What follows belongs to an exercise in optimizing a design on an open flow for small area; a production flow would make more cautious choices. Function was not checked in any run shown here: the RTL went through the layout flow alone. No activity file was given, so power comes from the tool's default toggle rates.

$ cat flow/design.v
module weight_unpack (
    input  logic [7:0] packed_byte,
    output logic [8:0] weights
);
    logic [7:0] q;
    logic [2:0] d0, d1, d2;
    function automatic logic [2:0] code_first(input logic [2:0] d);
        case (d)
            3'd1: code_first = 3'b010;
            3'd2: code_first = 3'b011;
            3'd3: code_first = 3'b110;
            3'd4: code_first = 3'b111;
            default: code_first = 3'b000;
        endcase
    endfunction
    function automatic logic [2:0] code_rest(input logic [2:0] d);
        case (d)
            3'd1: code_rest = 3'b001;
            3'd2: code_rest = 3'b010;
            3'd3: code_rest = 3'b011;
            3'd4: code_rest = 3'b101;
            3'd5: code_rest = 3'b110;
            3'd6: code_rest = 3'b111;
            default: code_rest = 3'b000;
        endcase
    endfunction
    assign q = packed_byte / 8'd5;
    assign d0 = 3'(packed_byte % 8'd5);
    assign d1 = 3'(q % 8'd7);
    assign d2 = 3'(q / 8'd7);
    assign weights = (packed_byte >= 8'd245) ? 9'd0
                   : {code_rest(d2), code_rest(d1), code_first(d0)};
endmodule
module mac_row (
    input  logic clk,
    input  logic [2:0] w,
    input  logic [7:0] act,
    input  logic fresh,
    output logic [16:0] head
);
    logic [3:0][16:0] ring;
    logic [8:0] mag;
    logic [8:0] x;
    logic [9:0] t;
    logic [16:0] base;
    logic [17:0] c;
    logic [16:0] sum;
    always_comb begin
        case (w[1:0])
            2'd1: mag = {act[7], act[7], act[7:1]};
            2'd2: mag = {act[7], act};
            2'd3: mag = {act, 1'b0};
            default: mag = 9'd0;
        endcase
    end
    assign x = mag ^ {9{w[2]}};
    assign t = {~x[8], x};
    assign base = fresh ? 17'd0 : ring[0];
    assign c[0] = w[2];
    genvar i;
    generate
        for (i = 0; i < 10; i++) begin : g_add
            assign sum[i] = base[i] ^ t[i] ^ c[i];
            assign c[i+1] = (base[i] & t[i]) | (c[i] & (base[i] ^ t[i]));
        end
        for (i = 10; i < 17; i++) begin : g_inc
            assign sum[i] = base[i] ^ c[i];
            assign c[i+1] = base[i] & c[i];
        end
    endgenerate
    always_ff @(posedge clk) begin
        ring <= {sum, ring[3:1]};
    end
    assign head = ring[0];
endmodule
module matmul_top (
    input  logic clk,
    input  logic reset,
    input  logic [7:0] weight_in,
    input  logic [7:0] act_in,
    input  logic read_req,
    output logic read_ack,
    output logic [7:0] out_data,
    output logic out_valid
);
    localparam logic [2:0] st_idle = 3'd0;
    localparam logic [2:0] st_drain = 3'd1;
    localparam logic [2:0] st_capture = 3'd2;
    localparam logic [2:0] st_ack = 3'd3;
    localparam logic [2:0] st_stream = 3'd4;
    logic [1:0] slice;
    logic [2:0] state;
    logic end_seen;
    logic [5:0] cnt;        
    logic [1:0] frem;       
    logic late;             
    logic late_next;
    logic flush, capture, fresh, inj, stream_done;
    assign flush = (slice == 2'd3);
    assign capture = (state == st_capture);
    assign read_ack = (state == st_ack);
    assign fresh = (frem != 2'd0);
    assign inj = capture | (cnt == 6'd1) | (cnt == 6'd2) | (cnt == 6'd3);
    assign out_valid = (cnt[5:1] != 5'd0);
    assign stream_done = (cnt == 6'd0);
    always_ff @(posedge clk) begin
        if (reset || capture) begin
            slice <= 2'd0;
        end else begin
            slice <= slice + 2'd1;
        end
    end
    always_ff @(posedge clk) begin
        if (reset) begin
            state <= st_idle;
            end_seen <= 1'b0;
        end else begin
            case (state)
                st_idle: if (read_req) state <= st_drain;
                st_drain: if (flush && end_seen) state <= st_capture;
                st_capture: state <= st_ack;
                st_ack: if (!read_req) state <= st_stream;
                st_stream: if (stream_done) state <= st_idle;
                default: state <= st_idle;
            endcase
            if (state == st_idle) begin
                end_seen <= flush;
            end else if (state == st_drain && flush) begin
                end_seen <= 1'b1;
            end
        end
    end
    always_ff @(posedge clk) begin
        if (reset) begin
            cnt <= 6'd0;
        end else if (capture) begin
            cnt <= 6'd1;
        end else if (cnt == 6'd0 || cnt == 6'd49) begin
            cnt <= 6'd0;
        end else begin
            cnt <= cnt + 6'd1;
        end
    end
    always_ff @(posedge clk) begin
        if (reset) begin
            frem <= 2'd2;
        end else if (capture) begin
            frem <= 2'd1;
        end else if (flush && frem != 2'd0) begin
            frem <= frem - 2'd1;
        end
    end
    always_ff @(posedge clk) begin
        late <= late_next;
    end
    logic [7:0] nblk;
    logic [7:0] ncap;
    always_ff @(posedge clk) begin
        if (flush) begin
            nblk <= fresh ? 8'd1 : nblk + 8'd1;
        end
        if (capture) begin
            ncap <= nblk;
        end
    end
    logic [8:0] wdec;
    logic [8:0] wl1, wl2, wl3;
    logic [11:0][2:0] wcur;
    logic [7:0] d1, d2, d3;
    logic [7:0] act;
    logic [7:0] act_d4;
    weight_unpack u_unpack (
        .packed_byte (weight_in),
        .weights     (wdec)
    );
    always_ff @(posedge clk) begin
        wl1 <= wdec;
        wl2 <= wl1;
        wl3 <= wl2;
        d1 <= act_in;
        d2 <= d1;
        d3 <= d2;
        act_d4 <= d3;
    end
    always_ff @(posedge clk) begin
        if (flush) begin
            wcur <= {wdec, wl1, wl2, wl3};
        end
    end
    assign late_next = capture | (late & ~flush);
    always_ff @(posedge clk) begin
        act <= late_next ? act_d4 : d3;
    end
    logic [11:0][16:0] head;
    genvar r, k;
    generate
        for (r = 0; r < 12; r++) begin : g_row
            mac_row u_row (
                .clk   (clk),
                .w     (wcur[r]),
                .act   (act),
                .fresh (fresh),
                .head  (head[r])
            );
        end
    endgenerate
    logic [45:1][7:0] conv;
    generate
        for (k = 1; k < 45; k++) begin : g_conv
            if (k % 4 == 1) begin : g_inj
                always_ff @(posedge clk) begin
                    conv[k] <= inj ? head[k / 4][16:9] : conv[k + 1];
                end
            end else begin : g_shift
                always_ff @(posedge clk) begin
                    conv[k] <= conv[k + 1];
                end
            end
        end
    endgenerate
    always_ff @(posedge clk) begin
        conv[45] <= head[11][16:9];
    end
    always_ff @(posedge clk) begin
        out_data <= conv[1] - ncap;
    end
endmodule
$ cat flow/run.sh
#!/bin/bash
# synth_recipe.tcl (not shown) runs the flow's synth.tcl, then flattens the netlist and writes it again
# the make line also repeats each setting of config.mk as NAME=value (left out here)
make -C /OpenROAD-flow-scripts/flow DESIGN_CONFIG=/design/flow/config.mk WORK_HOME=/design/flow/orfs CLKGATE_MAP_FILE= SYNTH_SCRIPT=/design/flow/synth_recipe.tcl finish
$ cat flow/config.mk
export PLATFORM = sky130hd
export DESIGN_NAME = matmul_top
export DESIGN_NICKNAME = matmul_top
export VERILOG_FILES = /design/flow/design.v
export SDC_FILE = /design/flow/constraint.sdc
export NUM_CORES = 4
export LEC_CHECK = 0
export ABC_AREA = 1
export CAP_MARGIN = 20
export CORE_MARGIN = 2
export CORE_UTILIZATION = 55
export CTS_BUF_LIST = sky130_fd_sc_hd__clkbuf_4
export SLEW_MARGIN = 20
$ cat flow/constraint.sdc
create_clock -name core_clock -period 8.0 [get_ports {clk}]
set_input_delay 1.6000 -clock core_clock [delete_from_list [all_inputs] [get_ports {clk}]]
set_output_delay 1.6000 -clock core_clock [all_outputs]
set_load 0.01 [all_outputs]
==> run summary, run 1 <==
- Measured along the y axis, the die boundary spans 265 µm.
- The clock root buffer is sky130_fd_sc_hd__clkbuf_4.
- The number of violations of the max-capacitance limit is 0.
- The H-tree depth is 5.
- The setup violation total in the final timing report is 0.
- The clock transition time at the flip-flop clock pins of the worst setup and hold paths is 0.06 ns.
- Setup repair after global routing left no endpoint under its margin.
- The via count of the first global-routing pass is 20.5k.
- In this run the remaining antenna-violating nets after routing total 0.
- The time the worst path needs with I/O delays and setup is 6.31 ns.
- VDD sags by at most 0.213 mV.
- The number of fillers in the final layout is 5320.
- The run finished with no timing, DRC or antenna violations.
- During synthesis, Yosys emitted a total of 3 warnings.
- The number of I/O port buffers is 28.
- For the pin with the worst max-slew slack, the measured transition is 1.09 ns.
- After synthesis, the netlist uses 47 different library cells.
- The post-cts repair resize count is 0.
- In this run the worst setup path begins at act[0]$_DFF_P_.
- The kind of launch point of the worst setup path is a flop.
- When the netlist entered floorplanning its net count stood at 3063.
- The post-DP HPWL is 34600 µm.
- The initial antenna violation count came to 2.
- The count of mapped cells out of synthesis is 2840.
- The count of clock tree sinks is 1318.
- The global router's overall resource usage is 16.9%.
- The type of element capturing the critical path is a flop.
- Sequential cells were found to cover 71.9% of the synthesized design area.
- Setup slack on the critical path of the routed design comes to 1.69 ns.
- In this run, CTS created clock tree buffers numbering 324.
- The via density per instance is 4.61.
- The path depth of the worst reg2reg path is 19.
- The upper clock frequency limit is 0.158 GHz.
- Summed over all layers, the routed wires come to 56900 µm.
- Entering global routing, the biggest net connects 58 pins.
- The reported leakage power is 19.1 nW.
- The number of cells traversed by the worst hold path is 0.
- The share of synthesized flip-flops with an asynchronous set or reset is 0%.
- The DRC violation count after routing is 0.
- Relative to the synthesized area, the layout overhead comes to 13.8%.
- The number of enable flip-flop cells after synthesis is 52.
- 29 I/O pins were placed.
- The via total after detailed routing is 19.5k.
- In the final design database the tool counted 3371 nets.
- The final sum of negative setup slack is 0 ns.
- Once the floorplan was initialized, standard cells occupied 55.6% of the core.
- The floorplan step set the die width to 265 µm.
- The post-route cell area is 0.0426 mm².
- The final clock period utilization by the worst path is 78.9%.
- The CTS tree is done.
- The required time at the worst-slack endpoint is 8.91 ns.
- Counting along the longest clock path gives a buffer depth of 4.
- The worst hold-check path type is flop to flop.
- Measured against its own limit, the worst slew margin works out to 27.2%.
- The number of hold buffers added after cts is 0.
- The first global-routing pass estimated 94900 µm of wire.
- The most used flip-flop cell after synthesis is sky130_fd_sc_hd__dfxtp_1.
- The clock reaches the later pin of the worst-skew pair after 1.06 ns.
- Each instance of the synthesized netlist takes up on average 13.2 µm².
- The count of final hold-check violations is 0.
- At the end of routability-driven placement, the weighted congestion stood at 0.779.
- For this run, the detailed router's first-pass iteration total came to 7.
- For this design the ratio of total power to cell area is 389 mW/mm².
- The post-CTS setup repair buffer count is 0.
- Dividing the detail-routed wire length by the instance count gives 13.5 µm.
- The final-report max-slew violation count came to 0.
- The launching point of the worst reg2reg path is act[0]$_DFF_P_.
- Data on the critical path arrives at its endpoint at 7.22 ns.
- Summed over all layers, the global routing overflow is 0.
- Along the worst path, the maximum fanout reaches 24.
- The first routing iteration left 821 violations.
- The floorplan row count is 95.
- The area inside the core boundary is 0.0673 mm².
- Timing analysis after detailed placement gives a worst setup slack of 1.31 ns.
- The startpoint identified for the worst hold timing path is g_row[9].u_row.ring[40]$_DFF_P_.
- The fraction of final layout cells sized beyond drive strength 1 is 19.3%.
- The critical path in this run is classified as flop to flop.
- Summing all placed instances gives a cell area of 0.0387 mm².
- The worst clock skew on the final layout is 0.0879 ns.
- The die covers 0.0701 mm².
- The synthesized flop and latch total is 1318.
- The cell area that synthesis handed to floorplanning was 0.0374 mm².
-- cells in the mapped netlist (2+ instances only) --
cell / number / area [µm²]
sky130_fd_sc_hd__a21oi_1: 87 / 435
sky130_fd_sc_hd__o221ai_1: 18 / 158
sky130_fd_sc_hd__buf_1: 9 / 33.8
sky130_fd_sc_hd__dfxtp_1: 1266 / 25300
sky130_fd_sc_hd__xnor2_1: 30 / 263
sky130_fd_sc_hd__nor3_1: 6 / 30.0
sky130_fd_sc_hd__nand4_1: 2 / 12.5
sky130_fd_sc_hd__nor2_2: 2 / 12.5
sky130_fd_sc_hd__nor2_1: 61 / 229
sky130_fd_sc_hd__fa_1: 109 / 2180
sky130_fd_sc_hd__nand2_1: 329 / 1230
sky130_fd_sc_hd__nand3_1: 28 / 140
sky130_fd_sc_hd__nand3_4: 2 / 35.0
sky130_fd_sc_hd__o22ai_1: 62 / 388
sky130_fd_sc_hd__nand3_2: 5 / 50.1
sky130_fd_sc_hd__ha_1: 95 / 1190
sky130_fd_sc_hd__mux2_2: 96 / 1080
sky130_fd_sc_hd__nor2_4: 2 / 22.5
sky130_fd_sc_hd__clkbuf_1: 59 / 221
sky130_fd_sc_hd__nor3b_1: 2 / 15.0
sky130_fd_sc_hd__xor2_1: 105 / 920
sky130_fd_sc_hd__clkinv_1: 2 / 7.51
sky130_fd_sc_hd__a211oi_1: 2 / 15.0
sky130_fd_sc_hd__nand2_2: 18 / 113
sky130_fd_sc_hd__nand2_4: 13 / 146
sky130_fd_sc_hd__edfxtp_1: 52 / 1560
sky130_fd_sc_hd__a21oi_4: 2 / 32.5
sky130_fd_sc_hd__a41oi_1: 2 / 17.5
sky130_fd_sc_hd__inv_2: 6 / 22.5
sky130_fd_sc_hd__inv_1: 307 / 1150
sky130_fd_sc_hd__a31oi_1: 2 / 12.5
sky130_fd_sc_hd__o21ai_0: 44 / 220
-- path summary, 6_finish.rpt --
check                                     to  slack, ns
max          g_row[2].u_row.ring[66]$_DFF_P_       1.69
min          g_row[9].u_row.ring[23]$_DFF_P_       0.28
max reg2reg  g_row[2].u_row.ring[66]$_DFF_P_       1.69
min reg2reg  g_row[9].u_row.ring[23]$_DFF_P_       0.28
-- cells in the final DEF (no fill, tap or decap), drive strengths merged, types with 28 or more instances in the layout --
cell           netlist  layout
a21oi               89      89
nor2                65      65
clkinv               2      57
o22ai               62      62
nand2              360     360
clkdlybuf4s50        0      28
dfxtp             1266    1266
inv                313     322
mux2                96      96
xor2               105     105
edfxtp              52      52
nand3               35      35
o21ai               46      46
ha                  95      95
xnor2               30      30
clkbuf              59     455
fa                 109     109
-- worst max-delay path, stage by stage, from the launching register on --
cell	delay, ns
sky130_fd_sc_hd__dfxtp_1	0.30
sky130_fd_sc_hd__inv_1	0.77
sky130_fd_sc_hd__o221ai_1	0.30
sky130_fd_sc_hd__xor2_1	0.22
sky130_fd_sc_hd__fa_1	0.43
sky130_fd_sc_hd__fa_1	0.41
sky130_fd_sc_hd__fa_1	0.39
sky130_fd_sc_hd__fa_1	0.40
sky130_fd_sc_hd__fa_1	0.40
sky130_fd_sc_hd__fa_1	0.42
sky130_fd_sc_hd__fa_1	0.46
sky130_fd_sc_hd__fa_1	0.38
sky130_fd_sc_hd__inv_1	0.07
sky130_fd_sc_hd__fa_1	0.22
sky130_fd_sc_hd__ha_1	0.18
sky130_fd_sc_hd__ha_1	0.15
sky130_fd_sc_hd__ha_1	0.16
sky130_fd_sc_hd__ha_1	0.15
sky130_fd_sc_hd__ha_1	0.16
sky130_fd_sc_hd__ha_1	0.23
-- final cells by class --
class	count	area, µm²	area share (%)
Sequential cell	1318	26900	63.2
Multi-Input combinational cell	1139	9090	21.4
Clock buffer	455	3420	8.03
Inverter	315	1180	2.78
Tap cell	873	1090	2.57
Timing Repair Buffer	50	458	1.08
Clock inverter	69	395	0.929
Antenna cell	5	12.5	0.0294
-- sequential cells by signal (all words and copies together) (netlist names), 9 cells and up --
register and count:
wl3 9, g_row.u_row.ring 816, wl2 9, conv 360, wl1 9, wcur 36
-- power breakdown --
group	leakage [nW]	switching [mW]	internal [mW]
clock network	2.30	2.32	2.76
registers	10.9	0.485	8.39
logic	5.89	1.66	0.956
total	19.1	4.46	12.1
-- kinds of logic after synthesis --
logic type	count (synthesis)	share of synthesized area, %
xor gates and xnor gates	135	3.16
DFF	1318	71.9
muxes	97	2.92
buffers and inverters	383	3.84
AOI/OAI and AO/OA	226	3.56
and+or+nand+nor	477	5.59
adders and majority gates	204	9.01
-- per-layer routing --
layer	track usage (%)	wire (µm)	part of all wire [%]
met1	20.9	25400	45
met2	26.8	27100	48
met3	4.64	2850	5.0
met4	9.80	1530	2.7
met5	0	0	0
-- per-stage QoR --
stage	hold WS (ns)	util [%]	total power [mW]	std cells
floorplan	0.310	-	10.7	2840
global placement	0.310	57.6	11.5	3695
detailed placement	0.312	57.6	11.6	3695
CTS	0.271	63.2	16.9	4219
global route	0.265	63.2	17.7	4221
finish	0.280	63.3	16.6	4224
==> run 2: changes to the inputs <==
--- a/flow/config.mk
+++ b/flow/config.mk
@@ -12,2 +12,3 @@
 export CTS_BUF_LIST = sky130_fd_sc_hd__clkbuf_4
+export GPL_TIMING_DRIVEN = 0
 export SLEW_MARGIN = 20
==> run 2 against run 1 <==
  * Still clean
  * Core utilization grew 0.40 points
  * Power up 2.2%
  * Combinational power is 6% higher
  * Via count is 2.3% higher
==> run summary, run 2 <==
- The maximum net fanout on the critical path is 10 (-58%).
- The number of violations of the max-capacitance limit was 0 (unchanged).
- The slowest stage of the critical path belongs to the cell sky130_fd_sc_hd__clkbuf_1.
- The DRC violation count after routing is 0 (unchanged).
- The CTS tree is done.
- The CTS buffer count came to 329 (+1.5%).
- The worst clock skew on the final layout is 0.113 ns (+0.0255 ns).
- The fraction of final layout cells sized beyond drive strength 1 is 19.0% (-0.28 points).
- The number of library cell types mapped by synthesis was 47 (unchanged).
- In this run the clock root is driven by a sky130_fd_sc_hd__clkbuf_4.
- The time the worst path needs with I/O delays and setup is 7.63 ns (+1.31 ns).
- The register-to-register setup slack is 0.37 ns (-1.31 ns).
- The count of final hold-check violations was 0 (unchanged).
- The number of cells traversed by the worst hold path is 0 (unchanged).
- The synthesized flop and latch total is 1318 (unchanged).
- The launching point of the worst reg2reg path is frem[0]$_SDFFE_PP0P_.
- The initial core utilization was 55.6% (unchanged).
- The slew of the pin with the lowest slew margin is 1.03 ns (-0.0652 ns).
- The flip-flop count of the largest register after layout is 816 (unchanged).
- The critical path goes through inv_1 -> ha_1 -> clkbuf_1 -> clkbuf_1 -> clkbuf_2 -> clkbuf_1 -> nand2_1 -> fa_1 -> fa_1 -> fa_1 -> fa_1 -> fa_1 -> fa_1 -> fa_1 -> fa_1 -> inv_1 -> fa_1 -> ha_1 -> ha_1 -> ha_1 -> ha_1 -> ha_1 -> ha_1 -> xnor2_1.
- The via density per instance was 4.65 (+0.73%).
- The post-synthesis to final-layout area growth is 14.5%.
- The clock transition time at the flip-flop clock pins of the worst setup and hold paths is 0.06 ns (about the same).
- The count of mapped cells out of synthesis is 2840 (unchanged).
- The most common cell in the synthesized netlist is sky130_fd_sc_hd__dfxtp_1.
- The startpoint identified for the worst hold timing path is g_row[10].u_row.ring[45]$_DFF_P_.
- The cell total after placement is 3741 (+1.2%).
- The cell area power density was 395 mW/mm² (+1.5%).
- The number of I/O port buffers is 28 (unchanged).
- The reported leakage power is 19.2 nW (+0.38%).
- The via total after detailed routing is 19.9k (+2.3%).
- The sequential share of the synthesized area is 71.9% (unchanged).
- The insertion delay to the later sink of the worst-skew pair was 1.09 ns (+0.03 ns).
- In this run the critical register-to-register path is captured at g_row[0].u_row.ring[67]$_DFF_P_.
- The final standard cell count with taps included and fillers excluded is 4288 (+1.5%).
- The fraction of post-synthesis cell area in the top cell type by area is 67.7% (unchanged).
- The number of fillers in the final layout is 5222 (-1.8%).
- The pin count of the biggest net entering global routing is 48 (-17%).
- The total of warnings raised by yosys came to 3 (unchanged).
- The type of element capturing the critical path is a flop.
- The upper clock frequency limit is 0.131 GHz (-17%).
- The arrival time reported for the critical path endpoint is 8.60 ns (+1.38 ns).
- The buffers plus inverters on the worst setup path came to 6 (+4).
- The area of the die came to 0.0701 mm² (unchanged).
- The run finished with no timing, DRC or antenna violations.
- The total length of routed wires was 62600 µm (+10%).
- The path depth of the worst reg2reg path is 24 (+5).
- The aggregate global routing overflow is 0 (unchanged).
- The final estimated routing congestion in global placement is 0.846 (+8.6%).
- The worst setup path is launched from a flop.
- The setup violation total in the final timing report is 0 (unchanged).
- The post-detailed-route count of antenna-violating nets is 0 (unchanged).
- The worst hold margin was 0.253 ns (-0.0275 ns).
- The required time at the worst-slack endpoint was 8.98 ns (+0.07 ns).
- The multi-input gate area in the final layout is 0.00908 mm² (-0.15%).
- Setup repair after global routing left no endpoint under its margin.
- The global-route wire length before repair was 102000 µm (+7.5%).
- The area inside the core boundary is 0.0673 mm² (unchanged).
- The most flop-heavy register is g_row.u_row.ring.
- Counting instances in the post-synthesis netlist gives the leading cell types as sky130_fd_sc_hd__dfxtp_1, sky130_fd_sc_hd__nand2_1, sky130_fd_sc_hd__inv_1, sky130_fd_sc_hd__fa_1, sky130_fd_sc_hd__xor2_1.
- The chip width is 265 µm (unchanged).
- The floorplan row count is 95 (unchanged).
- The deepest clock path buffer count is 4 (unchanged).
- The share of synthesized flip-flops with an asynchronous set or reset is 0% (unchanged).
- The number of hold buffers added after cts is 0 (unchanged).
- The final-stage net count is 3422 (+1.5%).
- The instance area at placement came to 0.0388 mm² (+0.17%).
- The post-CTS setup repair buffer count was 0 (unchanged).
- The area used by sequential logic in the layout is 0.0269 mm² (unchanged).
- The final total power is 16.9 mW (+2.2%).
- The H-tree depth was 5 (unchanged).
- The delay of the slowest cell on the worst path is 0.72 ns (-0.05 ns).
- The final-report max-slew violation count is 0 (unchanged).
- The global router's overall resource usage is 18.6% (+1.6 points).
- The post-DP HPWL is 39800 µm (+15%).
- The post-cts repair resize count is 0 (unchanged).
- The final routed wire length divided by cell count is 14.6 µm (+8.4%).
- The net count after synthesis is 3063 (unchanged).
- The critical path in this run is classified as flop to flop.
- The leading cell type in the layout, fill and taps excluded is sky130_fd_sc_hd__dfxtp_1.
- The number of primary I/O pins was 29 (unchanged).
- The via count of the first global-routing pass is 21.1k (+2.6%).
- The most instantiated flip-flop cell in the synthesis netlist is sky130_fd_sc_hd__dfxtp_1.
- By area the synthesized netlist is led by sky130_fd_sc_hd__dfxtp_1, sky130_fd_sc_hd__fa_1, sky130_fd_sc_hd__edfxtp_1, sky130_fd_sc_hd__nand2_1, sky130_fd_sc_hd__ha_1.
- The initial DRC count is 988 (+20%).
- The count of TritonRoute iterations in the first routing pass was 8 (+1).
- The endpoint with the worst hold slack is g_row[10].u_row.ring[28]$_DFF_P_.
- In this run the worst hold path is classified as flop to flop.
- The initial antenna violation count is 1 (-1).
- The number of enable flip-flop cells after synthesis is 52 (unchanged).
- The mapped cell area is 0.0374 mm² (unchanged).
- The most prevalent standard cell on the critical path is sky130_fd_sc_hd__fa_1.
- The mean cell area of the mapped netlist is 13.2 µm² (unchanged).
- The count of clock tree sinks was 1318 (unchanged).
- The post-route cell area is 0.0428 mm² (+0.63%).
- The final sum of negative setup slack is 0 ns (unchanged).
- Leaving out fill and tap cells, the most frequent cells in the layout are sky130_fd_sc_hd__dfxtp_1, sky130_fd_sc_hd__clkbuf_4, sky130_fd_sc_hd__nand2_1.
- The worst max-slew margin expressed relative to the limit is 31.7% (+4.4 points).
- The biggest area contributor in the post-synthesis netlist is sky130_fd_sc_hd__dfxtp_1.
- The largest registers in the layout are g_row.u_row.ring x816, conv x360, wcur x36.
- The peak supply drop was 0.245 mV (+15%).
- The final clock period utilization by the worst path is 95.3% (+16 points).
- The kind of cell with the highest combined delay along the critical path is adder cells.
- The overall die height was 265 µm (unchanged).
==> run 2: changes by cell type in the layout (fill, tap and decap cells not counted), sizes merged <==
cell / before / now
clkbuf: 455 / 537
buf: 22 / 9
inv: 322 / 317
clkinv: 57 / 54
clkinvlp: 0 / 3
bufinv: 5 / 6
diode: 5 / 4
==> run 2: layout make-up <==
class | count | area share [%]
clock inverter | 65 | 0.993
buffer | 68 | 0.602
sequential | 1318 | 62.8
antenna | 4 | 0.0234
tap | 873 | 2.55
clock buffer | 478 | 8.38
timing repair buffer | 28 | 0.654
multi-input combinational | 1139 | 21.2
inverter | 315 | 2.76
==> run 2: per-layer routing <==
layer / global-route usage (%) / vias up / share of wire, %
li1: - / 9844 / -
met1: 23.4 / 9353 / 44
met2: 29.0 / 557 / 46
met3: 5.02 / 177 / 5.7
met4: 10.6 / 0 / 3.5
met5: 0 / - / 0
==> run 2: worst max-delay path by stage <==
stage	start	end	slack (ns)	depth (start not counted)
4_1_cts	frem[0]$_SDFFE_PP0P_	g_row[0].u_row.ring[67]$_DFF_P_	0.30	24
6_report	frem[0]$_SDFFE_PP0P_	g_row[0].u_row.ring[67]$_DFF_P_	0.37	24
3_3_place_gp	frem[0]$_SDFFE_PP0P_	g_row[0].u_row.ring[66]$_DFF_P_	-0.12	23
5_1_grt	frem[0]$_SDFFE_PP0P_	g_row[0].u_row.ring[66]$_DFF_P_	0.11	23
2_1_floorplan	frem[0]$_SDFFE_PP0P_	g_row[8].u_row.ring[66]$_DFF_P_	2.16	23
3_5_place_dp	frem[0]$_SDFFE_PP0P_	g_row[0].u_row.ring[67]$_DFF_P_	0.31	24
==> run 2: kinds of logic (layout without fill, tap and decap cells) <==
logic type	after synthesis	after routing	share of synthesized area [%]
XOR/XNOR	135	135	3.16
multiplexers	97	97	2.92
AND/OR/NAND/NOR	477	477	5.59
AO/OA/AOI/OAI	226	226	3.56
flip-flops	1318	1318	71.9
other	0	4	0
adder cells (fa/ha/maj)	204	204	9.01
buffers and inverters	383	954	3.84
==> run 2: per-stage QoR <==
step | util, % | worst slack, ns
global placement | 57.6 | -0.123
detailed placement | 57.7 | 0.313
floorplan | - | 2.16
global route | 63.6 | 0.110
finish | 63.7 | 0.374
CTS | 63.6 | 0.298
==> run 2: worst reg2reg max path: stages (launching register included) <==
cell,delay [ns]
sky130_fd_sc_hd__dfxtp_1,0.31
sky130_fd_sc_hd__inv_1,0.07
sky130_fd_sc_hd__ha_1,0.15
sky130_fd_sc_hd__clkbuf_1,0.28
sky130_fd_sc_hd__clkbuf_1,0.51
sky130_fd_sc_hd__clkbuf_2,0.63
sky130_fd_sc_hd__clkbuf_1,0.73
sky130_fd_sc_hd__nand2_1,0.18
sky130_fd_sc_hd__fa_1,0.47
sky130_fd_sc_hd__fa_1,0.39
sky130_fd_sc_hd__fa_1,0.41
sky130_fd_sc_hd__fa_1,0.42
sky130_fd_sc_hd__fa_1,0.43
sky130_fd_sc_hd__fa_1,0.41
sky130_fd_sc_hd__fa_1,0.44
sky130_fd_sc_hd__fa_1,0.43
sky130_fd_sc_hd__inv_1,0.13
sky130_fd_sc_hd__fa_1,0.21
sky130_fd_sc_hd__ha_1,0.17
sky130_fd_sc_hd__ha_1,0.14
sky130_fd_sc_hd__ha_1,0.15
sky130_fd_sc_hd__ha_1,0.15
sky130_fd_sc_hd__ha_1,0.14
sky130_fd_sc_hd__ha_1,0.15
sky130_fd_sc_hd__xnor2_1,0.11
==> run 2: report_power, final <==
| group | leakage (nW) | switching [mW] | internal (mW) |
|---|---|---|---|
| combinational | 5.86 | 1.82 | 0.950 |
| clock | 2.40 | 2.37 | 2.91 |
| sequential | 10.9 | 0.480 | 8.39 |
==> run 3: changes to the inputs <==
--- a/flow/config.mk
+++ b/flow/config.mk
@@ -11,4 +11,5 @@
 export CORE_UTILIZATION = 55
-export CTS_BUF_LIST = sky130_fd_sc_hd__clkbuf_4
-export GPL_TIMING_DRIVEN = 0
+export CTS_BUF_LIST = sky130_fd_sc_hd__clkbuf_16
+export CTS_CLUSTER_DIAMETER = 65
+export CTS_CLUSTER_SIZE = 25
 export SLEW_MARGIN = 20
==> run 3 against run 2 <==
  * Clock skew shrank 0.090 ns
  * Register-to-register slack gained 1.3 ns
  * Sequential power is essentially flat
  * Synthesized area is the same
  * Still clean
  * Global-route usage shrank 2.9 points
  * Non-clock buffer count shrank 46
  * Via count shrank 10%
==> run summary, run 3 <==
- The maximum net fanout on the critical path is 24 (+14).
- The post-detailed-route count of antenna-violating nets is 0 (unchanged).
- The synthesized flop and latch total is 1318 (unchanged).
- The share of synthesized flip-flops with an asynchronous set or reset is 0% (unchanged).
- The via count of the first global-routing pass came to 17.8k (-15%).
- The final-stage net count is 3108 (-9.2%).
- The initial antenna violation count came to 0 (-1).
- The overall die height is 265 µm (unchanged).
- The upper clock frequency limit came to 0.158 GHz (+20%).
- The most instantiated flip-flop cell in the synthesis netlist is sky130_fd_sc_hd__dfxtp_1.
- The slew of the pin with the lowest slew margin is 1.09 ns (+0.0689 ns).
- The insertion delay to the later sink of the worst-skew pair is 0.66 ns (-0.43 ns).
- The flip-flop count of the largest register after layout is 816 (unchanged).
- The type of element capturing the critical path is a flop.
- The worst clock skew on the final layout was 0.0231 ns (-0.0904 ns).
- The final routed wire length divided by cell count is 14.2 µm (-2.5%).
- The number of diodes added for antenna fixing came to 0 (-4).
- The number of enable flip-flop cells after synthesis is 52 (unchanged).
- The post-cts repair resize count is 0 (unchanged).
- The mean cell area of the mapped netlist was 13.2 µm² (unchanged).
- The post-CTS setup repair buffer count is 0 (unchanged).
- The sequential share of the synthesized area is 71.9% (unchanged).
- The final estimated routing congestion in global placement was 0.779 (-8.0%).
- The floorplan row count is 95 (unchanged).
- The worst hold margin is 0.315 ns (+0.0622 ns).
- The number of I/O port buffers is 28 (unchanged).
- The instance area at placement is 0.0387 mm² (-0.17%).
- The worst max-slew margin expressed relative to the limit is 27.0% (-4.7 points).
- The global router's overall resource usage was 15.7% (-2.9 points).
- The number of hold buffers added after cts is 0 (unchanged).
- The count of TritonRoute iterations in the first routing pass was 6 (-2).
- The post-route cell area is 0.0405 mm² (-5.4%).
- The area of the die is 0.0701 mm² (unchanged).
- The final sum of negative setup slack was 0 ns (unchanged).
- The mapped cell area came to 0.0374 mm² (unchanged).
- The count of clock tree sinks is 1318 (unchanged).
- The CTS buffer count was 61 (-81%).
- The number of primary I/O pins is 29 (unchanged).
- The final-report max-slew violation count came to 0 (unchanged).
- The CTS tree is done.
- The time the worst path needs with I/O delays and setup was 6.34 ns (-1.29 ns).
- The final worst setup slack came to 1.66 ns (+1.29 ns).
- Counting flops per register, the top entry is g_row.u_row.ring.
- The fraction of post-synthesis cell area in the top cell type by area is 67.7% (unchanged).
- The number of library cell types mapped by synthesis is 47 (unchanged).
- The fraction of final layout cells sized beyond drive strength 1 is 8.49% (-11 points).
- The cell area power density is 366 mW/mm² (-7.3%).
- The count of final hold-check violations was 0 (unchanged).
- The post-DP HPWL is 34600 µm (-13%).
- The worst hold-check path type is flop to flop.
- The global-route wire length before repair was 88600 µm (-13%).
- The deepest clock path buffer count is 3 (-1).
- The total length of routed wires is 53900 µm (-14%).
- Sorting the synthesized cells by how often they occur yields sky130_fd_sc_hd__dfxtp_1, sky130_fd_sc_hd__nand2_1, sky130_fd_sc_hd__inv_1, sky130_fd_sc_hd__fa_1, sky130_fd_sc_hd__xor2_1.
- The worst setup timing slack at the placement stage is 1.31 ns (+0.997 ns).
- The count of mapped cells out of synthesis is 2840 (unchanged).
- The clock transition time at the flip-flop clock pins of the worst setup and hold paths was 0.09 ns (+0.03 ns).
- The peak supply drop is 0.206 mV (-16%).
- In the final layout, the registers with the most flip-flops are g_row.u_row.ring x816, conv x360, wcur x36.
- The initial core utilization is 55.6% (unchanged).
- The setup violation total in the final timing report is 0 (unchanged).
- The initial DRC count is 876 (-11%).
- The via total after detailed routing was 17.9k (-10%).
- The arrival time reported for the critical path endpoint is 6.93 ns (-1.67 ns).
- The number of violations of the max-capacitance limit is 0 (unchanged).
- The total of warnings raised by yosys was 3 (unchanged).
- The critical path in this run is classified as flop to flop.
- Yosys attributes the largest share of cell area to sky130_fd_sc_hd__dfxtp_1, sky130_fd_sc_hd__fa_1, sky130_fd_sc_hd__edfxtp_1, sky130_fd_sc_hd__nand2_1, sky130_fd_sc_hd__ha_1.
- The final clock period utilization by the worst path came to 79.2% (-16 points).
- The reported leakage power is 17.7 nW (-7.6%).
- The cell with the most instances after synthesis is sky130_fd_sc_hd__dfxtp_1.
- The flow ran to the end and the layout has no timing, DRC or antenna violations.
- The H-tree depth is 2 (-3).
- The aggregate global routing overflow is 0 (unchanged).
- The library cells used most frequently in the layout, excluding fill and tap cells, are sky130_fd_sc_hd__dfxtp_1, sky130_fd_sc_hd__nand2_1, sky130_fd_sc_hd__inv_1.
- The DRC violation count after routing is 0 (unchanged).
- The biggest area contributor in the post-synthesis netlist is sky130_fd_sc_hd__dfxtp_1.
- The area inside the core boundary is 0.0673 mm² (unchanged).
- From synthesis to final layout, the design area changed by 8.31%.
- The library cell used most frequently in the layout, excluding fill and tap cells, is sky130_fd_sc_hd__dfxtp_1.
- Setup repair after global routing left no endpoint under its margin.
- The pin count of the biggest net entering global routing is 58 (+21%).
- The chip width came to 265 µm (unchanged).
- The required time at the worst-slack endpoint is 8.59 ns (-0.39 ns).
- The net count after synthesis is 3063 (unchanged).
- The kind of launch point of the worst setup path is a flop.
- The via density per instance is 4.73 (+1.7%).
- The clock root buffer is sky130_fd_sc_hd__clkbuf_16.
[run 3: cell counts after synthesis]
Identical to the previous run, type by type.
[run 3: power by group]
group          switching (mW)  internal (mW)  leakage [nW]
registers               0.485           8.38          10.9
clock network            1.92           1.47         0.917
logic                    1.65          0.955          5.89
[run 3: layout make-up]
type,count,area (µm²)
sequential,1318,26900
fill,5319,26800
multi-input combinational,1139,9090
clock buffer,61,1530
inverter,315,1180
tap,873,1090
timing repair buffer,50,458
clock inverter,27,260
[run 3: worst paths after layout]
path	startpoint	endpoint	slack, ns	depth (start not counted)
max	act[0]$_DFF_P_	g_row[2].u_row.ring[67]$_DFF_P_	1.66	20
min	g_row[10].u_row.ring[36]$_DFF_P_	g_row[10].u_row.ring[19]$_DFF_P_	0.31	0
max reg2reg	act[0]$_DFF_P_	g_row[2].u_row.ring[67]$_DFF_P_	1.66	20
min reg2reg	g_row[10].u_row.ring[36]$_DFF_P_	g_row[10].u_row.ring[19]$_DFF_P_	0.31	0
[run 3: logic make-up (layout without fill, tap and decap cells)]
group / after synthesis / in the layout / share of synthesized area [%]
flops: 1318 / 1318 / 71.9
mux: 97 / 97 / 2.92
buf+inv: 383 / 453 / 3.84
xor+xnor: 135 / 135 / 3.16
fa+ha+maj: 204 / 204 / 9.01
simple gates: 477 / 477 / 5.59
compound gates: 226 / 226 / 3.56
[run 3: critical path: stages, from the launching register on]
cell                       delay, ns
sky130_fd_sc_hd__dfxtp_1        0.31
sky130_fd_sc_hd__inv_1          0.77
sky130_fd_sc_hd__o221ai_1       0.30
sky130_fd_sc_hd__xor2_1         0.22
sky130_fd_sc_hd__fa_1           0.43
sky130_fd_sc_hd__fa_1           0.41
sky130_fd_sc_hd__fa_1           0.39
sky130_fd_sc_hd__fa_1           0.40
sky130_fd_sc_hd__fa_1           0.40
sky130_fd_sc_hd__fa_1           0.42
sky130_fd_sc_hd__fa_1           0.46
sky130_fd_sc_hd__fa_1           0.38
sky130_fd_sc_hd__inv_1          0.07
sky130_fd_sc_hd__fa_1           0.22
sky130_fd_sc_hd__ha_1           0.19
sky130_fd_sc_hd__ha_1           0.15
sky130_fd_sc_hd__ha_1           0.15
sky130_fd_sc_hd__ha_1           0.15
sky130_fd_sc_hd__ha_1           0.16
sky130_fd_sc_hd__ha_1           0.16
sky130_fd_sc_hd__xnor2_1        0.11
[run 3: metal layers]
| metal | vias to the layer above | routed length [µm] | GRT usage (%) |
|---|---|---|---|
| li1 | 8932 | - | - |
| met2 | 300 | 25100 | 25.6 |
| met4 | 0 | 1440 | 5.05 |
| met5 | - | 0 | 0 |
| met1 | 8545 | 25000 | 21.4 |
| met3 | 100 | 2310 | 2.66 |
[run 3: metrics by stage]
step	instances	total power, mW	utilization [%]
after global placement	3695	11.5	57.6
after CTS	3783	15.1	60.2
after floorplan	2840	10.7	-
final	3783	14.8	60.2
after global routing	3783	15.8	60.2
after detailed placement	3695	11.6	57.6
==> run 4: changes to the inputs <==
--- a/flow/config.mk
+++ b/flow/config.mk
@@ -10,6 +10,6 @@
 export CORE_MARGIN = 2
-export CORE_UTILIZATION = 55
-export CTS_BUF_LIST = sky130_fd_sc_hd__clkbuf_16
-export CTS_CLUSTER_DIAMETER = 65
-export CTS_CLUSTER_SIZE = 25
+export CORE_UTILIZATION = 65
+export CTS_BUF_LIST = sky130_fd_sc_hd__clkbuf_8
+export CTS_CLUSTER_DIAMETER = 55
+export CTS_CLUSTER_SIZE = 20
 export SLEW_MARGIN = 20
==> run 4 against run 3 <==
  * Synthesized area unchanged
  * Critical path depth grew 2
  * Combinational power is essentially flat
  * Still clean
  * Non-clock buffer count down 3
  * Core utilization up 11 points
  * Global-route usage grew 2.8 points
  * Critical path type unchanged
  * Power decreased by 2.5%
  * Maximum frequency decreased by 2.6%
==> run summary, run 4 <==
- The number of enable flip-flop cells after synthesis was 52 (unchanged).
- The top cell types in the final layout, fill and taps aside, are sky130_fd_sc_hd__dfxtp_1, sky130_fd_sc_hd__nand2_1, sky130_fd_sc_hd__inv_1.
- The maximum net fanout on the critical path was 30 (+25%).
- The largest total area in the synthesized netlist belongs to sky130_fd_sc_hd__dfxtp_1.
- The sequential fraction of design power is 61.2% (+1.5 points).
- The sequential share of the synthesized area is 71.9% (unchanged).
- The global-route wire length before repair is 88400 µm (-0.27%).
- Setup repair after global routing left no endpoint under its margin.
- The cell area power density is 361 mW/mm² (-1.4%).
- The via density per instance came to 4.82 (+2.0%).
- The count of clock tree sinks is 1318 (unchanged).
- The synthesized flop and latch total was 1318 (unchanged).
- The path depth of the worst reg2reg path is 22 (+10%).
- The final total power is 14.5 mW (-2.5%).
- The post-DP HPWL is 34000 µm (-1.9%).
- The worst hold path belongs to the class flop to flop.
- The count of mapped cells out of synthesis came to 2840 (unchanged).
- The fraction of final layout cells sized beyond drive strength 1 was 9.46% (+0.97 points).
- In the post-synthesis netlist, the biggest area contributors are sky130_fd_sc_hd__dfxtp_1, sky130_fd_sc_hd__fa_1, sky130_fd_sc_hd__edfxtp_1, sky130_fd_sc_hd__nand2_1, sky130_fd_sc_hd__ha_1.
- The mean cell area of the mapped netlist was 13.2 µm² (unchanged).
- TritonCTS built the clock tree.
- The floorplan row count was 87 (-8.4%).
- The via count of the first global-routing pass is 18.1k (+1.8%).
- Following the worst setup path forward leads to its endpoint at g_row[2].u_row.ring[67]$_DFF_P_.
- The combinational power share is 17.9% (+0.4 points).
- The overall die height was 244 µm (-7.9%).
- The worst clock skew on the final layout is 0.0248 ns (+0.00174 ns).
- The flip-flop count of the largest register after layout is 816 (unchanged).
- The worst setup path is of the flop to flop kind.
- The number of hold buffers added after cts is 0 (unchanged).
- The final routed wire length divided by cell count is 14.3 µm (+0.48%).
- The count of final hold-check violations is 0 (unchanged).
- The number of library cell types mapped by synthesis was 47 (unchanged).
- The flow ran to the end and the layout has no timing, DRC or antenna violations.
- The number of violations of the max-capacitance limit is 0 (unchanged).
- The terminus of the critical flop-to-flop path is g_row[2].u_row.ring[67]$_DFF_P_.
- The via total after detailed routing came to 17.8k (-0.34%).
- The startpoint identified for the worst register-to-register timing path is act[1]$_DFF_P_.
- The H-tree depth is 3 (+1).
- The worst setup timing slack at the placement stage came to 1.33 ns (+0.0169 ns).
- The switching share of total power is 28.0% (+0.74 points).
- The global router's overall resource usage is 18.5% (+2.8 points).
- The post-CTS setup repair buffer count came to 0 (unchanged).
- The net switching power of the design was 4.05 mW (+0.18%).
- The area used by sequential logic in the layout is 0.0269 mm² (unchanged).
- The reported leakage power is 17.6 nW (-0.69%).
- The deepest clock path buffer count is 3 (unchanged).
- The most prevalent standard cell on the critical path is sky130_fd_sc_hd__fa_1.
- The number of primary I/O pins is 29 (unchanged).
- The clock root buffer is sky130_fd_sc_hd__clkbuf_8.
- The cell internal power dissipation is 10.4 mW (-3.5%).
- The delay of the slowest cell on the worst path is 0.84 ns (+0.07 ns).
- The pin count of the biggest net entering global routing was 59 (+1.7%).
- The share of synthesized flip-flops with an asynchronous set or reset is 0% (unchanged).
- The multi-input gate area in the final layout is 0.00909 mm² (unchanged).
- The insertion delay to the later sink of the worst-skew pair is 0.70 ns (+0.04 ns).
- The most instantiated flip-flop cell in the synthesis netlist is sky130_fd_sc_hd__dfxtp_1.
- The setup violation total in the final timing report is 0 (unchanged).
- The aggregate global routing overflow is 0 (unchanged).
- The number of fillers in the final layout is 3930 (-26%).
- The area of the die is 0.0595 mm² (-15%).
- The number of I/O port buffers is 28 (unchanged).
- The most flop-heavy register is g_row.u_row.ring.
- The final estimated routing congestion in global placement is 0.808 (+3.7%).
- The most common cell in the synthesized netlist is sky130_fd_sc_hd__dfxtp_1.
- The fraction of power consumed by the clock network was 20.8% (-2.0 points).
- The initial antenna violation count is 1 (+1).
- In the final layout, the registers with the most flip-flops are g_row.u_row.ring x816, conv x360, wcur x36.
- The time the worst path needs with I/O delays and setup is 6.51 ns (+0.172 ns).
- The net count after synthesis is 3063 (unchanged).
- The total length of routed wires is 52900 µm (-1.9%).
- The area growth from synthesis to layout is 7.10%.
- The DRC violation count after routing was 0 (unchanged).
- The worst max-slew margin expressed relative to the limit is 21.9% (-5.1 points).
- The register-to-register setup slack was 1.49 ns (-0.17 ns).
- The final core utilization is 70.8% (+11 points).
- The area inside the core boundary was 0.0566 mm² (-16%).
- The critical path's slowest cell is sky130_fd_sc_hd__inv_1.
- The final sum of negative setup slack is 0 ns (unchanged).
- The initial DRC count is 888 (+1.4%).
- The slew of the pin with the lowest slew margin came to 1.17 ns (+0.0764 ns).
- The chip width is 244 µm (-7.9%).
- The leading cell type in the layout, fill and taps excluded is sky130_fd_sc_hd__dfxtp_1.
- The final-report max-slew violation count is 0 (unchanged).
- The required time at the worst-slack endpoint came to 8.64 ns (+0.05 ns).
- The final worst setup slack is 1.49 ns (-0.172 ns).
- The arrival time reported for the critical path endpoint is 7.15 ns (+0.22 ns).
- The initial core utilization came to 66.1% (+10 points).
- The CTS buffer count is 82 (+34%).
- The post-cts repair resize count is 0 (unchanged).
- The total of warnings raised by yosys is 3 (unchanged).
- The final-stage net count is 3126 (+0.58%).
- The peak supply drop is 0.231 mV (+12%).
- The final clock period utilization by the worst path is 81.4% (+2.2 points).
- The commonest cells after synthesis are sky130_fd_sc_hd__dfxtp_1, sky130_fd_sc_hd__nand2_1, sky130_fd_sc_hd__inv_1, sky130_fd_sc_hd__fa_1, sky130_fd_sc_hd__xor2_1.
- The upper clock frequency limit is 0.154 GHz (-2.6%).
- The fraction of post-synthesis cell area in the top cell type by area is 67.7% (unchanged).
- The signal on the critical path passes through buf_4 -> inv_1 -> o22ai_1 -> nand2_1 -> o21ai_0 -> fa_1 -> fa_1 -> fa_1 -> fa_1 -> fa_1 -> fa_1 -> fa_1 -> fa_1 -> inv_1 -> fa_1 -> ha_1 -> ha_1 -> ha_1 -> ha_1 -> ha_1 -> ha_1 -> xnor2_1.
- The count of TritonRoute iterations in the first routing pass is 5 (-1).
- The post-detailed-route count of antenna-violating nets is 0 (unchanged).
- STA classifies the critical path endpoint as a flop.
- The critical path startpoint is act[1]$_DFF_P_.
- STA classifies the critical path startpoint as a flop.
- The clock transition time at the flip-flop clock pins of the worst setup and hold paths is 0.12 ns (+0.03 ns).
- The mapped cell area is 0.0374 mm² (unchanged).
==> run 4: power by group through the flow <==
stage                     clock (mW)  sequential [mW]  combinational (mW)
final                           3.02             8.86                2.60
after global routing            3.36             9.04                2.98
after CTS                       3.13             8.89                2.64
after detailed placement           0             9.02                2.61
after global placement             0             8.95                2.54
after floorplan                    0             8.80                1.88
==> run 4: area by class of cell <==
class                      instances  share of cell area (%)
timing repair buffer              47                    1.09
inverter                         315                    2.95
sequential                      1318                    67.1
clock inverter                    30                   0.693
multi-input combinational       1139                    22.7
clock buffer                      89                    3.06
antenna                            1                 0.00625
tap                              756                    2.36
==> run 4: cell families (layout without fill, tap and decap cells) <==
kind of cell / Yosys count / count (layout) / share of synthesized area, %
buf+inv: 383 / 481 / 3.84
mux: 97 / 97 / 2.92
flops: 1318 / 1318 / 71.9
xor+xnor: 135 / 135 / 3.16
compound gates: 226 / 226 / 3.56
fa+ha+maj: 204 / 204 / 9.01
simple gates: 477 / 477 / 5.59
other cells: 0 / 1 / 0
==> run 4: how the worst min path moves through the flow <==
| stage | start | end | cells after the start |
|---|---|---|---|
| CTS | conv[100]$_DFF_P_ | conv[92]$_DFF_P_ | 0 |
| detailed placement | conv[118]$_DFF_P_ | conv[110]$_DFF_P_ | 0 |
| floorplan | conv[112]$_DFF_P_ | conv[104]$_DFF_P_ | 0 |
| finish | conv[100]$_DFF_P_ | conv[92]$_DFF_P_ | 0 |
| global route | conv[319]$_DFF_P_ | conv[311]$_DFF_P_ | 0 |
| global placement | g_row[11].u_row.ring[39]$_DFF_P_ | g_row[11].u_row.ring[22]$_DFF_P_ | 0 |
==> run 4: stage by stage <==
stage	hold slack [ns]	std cells	instance area (µm²)
floorplan	0.310	2840	37400
global placement	0.310	3575	38600
detailed placement	0.312	3575	38600
CTS	0.318	3694	40100
global route	0.312	3695	40100
finish	0.312	3695	40100
==> run 4: critical path: cells and delay by family (launching register included) <==
kind                       cells  cell delay, ns
adders and majority gates     15            4.36
buffers and inverters          3            1.06
AOI/OAI and AO/OA              2            0.45
and+or+nand+nor                1            0.13
xor gates and xnor gates       1            0.11
DFF                            1            0.32
==> run 4: metal layers <==
metal | global-route usage [%] | vias up | wire (µm)
li1 | - | 8965 | -
met1 | 25.4 | 8391 | 24600
met2 | 29.7 | 348 | 24300
met3 | 3.53 | 112 | 2570
met4 | 6.29 | 0 | 1450
met5 | 0 | - | 0

[afterwards: timing with drivers on the ports]
No port has a modelled driver above. Below, the same layouts with a new extraction and two added sets of constraints.
Step 1: set_driving_cell puts a clkbuf_16 on clk and a buf_2 on each other input, an assumption about the parent block.
Step 2 also shifts input and output timing later by t, the mid clock arrival at the registers, as if the neighbouring blocks saw the same clock.
Slacks: ideal ports / drivers / drivers and shift; pairs: ideal ports / drivers.
run	shift t [ns]	setup WS [ns]	worst hold slack (ns)	worst data-port slew with drivers (ns)	pins driven straight from the clock port
run 1	1.085	1.686 / 1.686 / 1.286	0.280 / 0.280 / 0.280	0.07	1
run 2	1.090	0.374 / 0.374 / 0.374	0.253 / 0.253 / 0.253	0.04	1
run 3	0.712	1.664 / 1.664 / 1.242	0.315 / 0.315 / 0.315	0.07	1
run 4	0.748	1.492 / 1.492 / 1.233	0.312 / 0.312 / 0.312	0.04	1
After both steps every run listed still meets setup and hold. The setup slack of run 3, which loses most, moves by 0.000 ns with the drivers and by -0.422 ns with both steps.
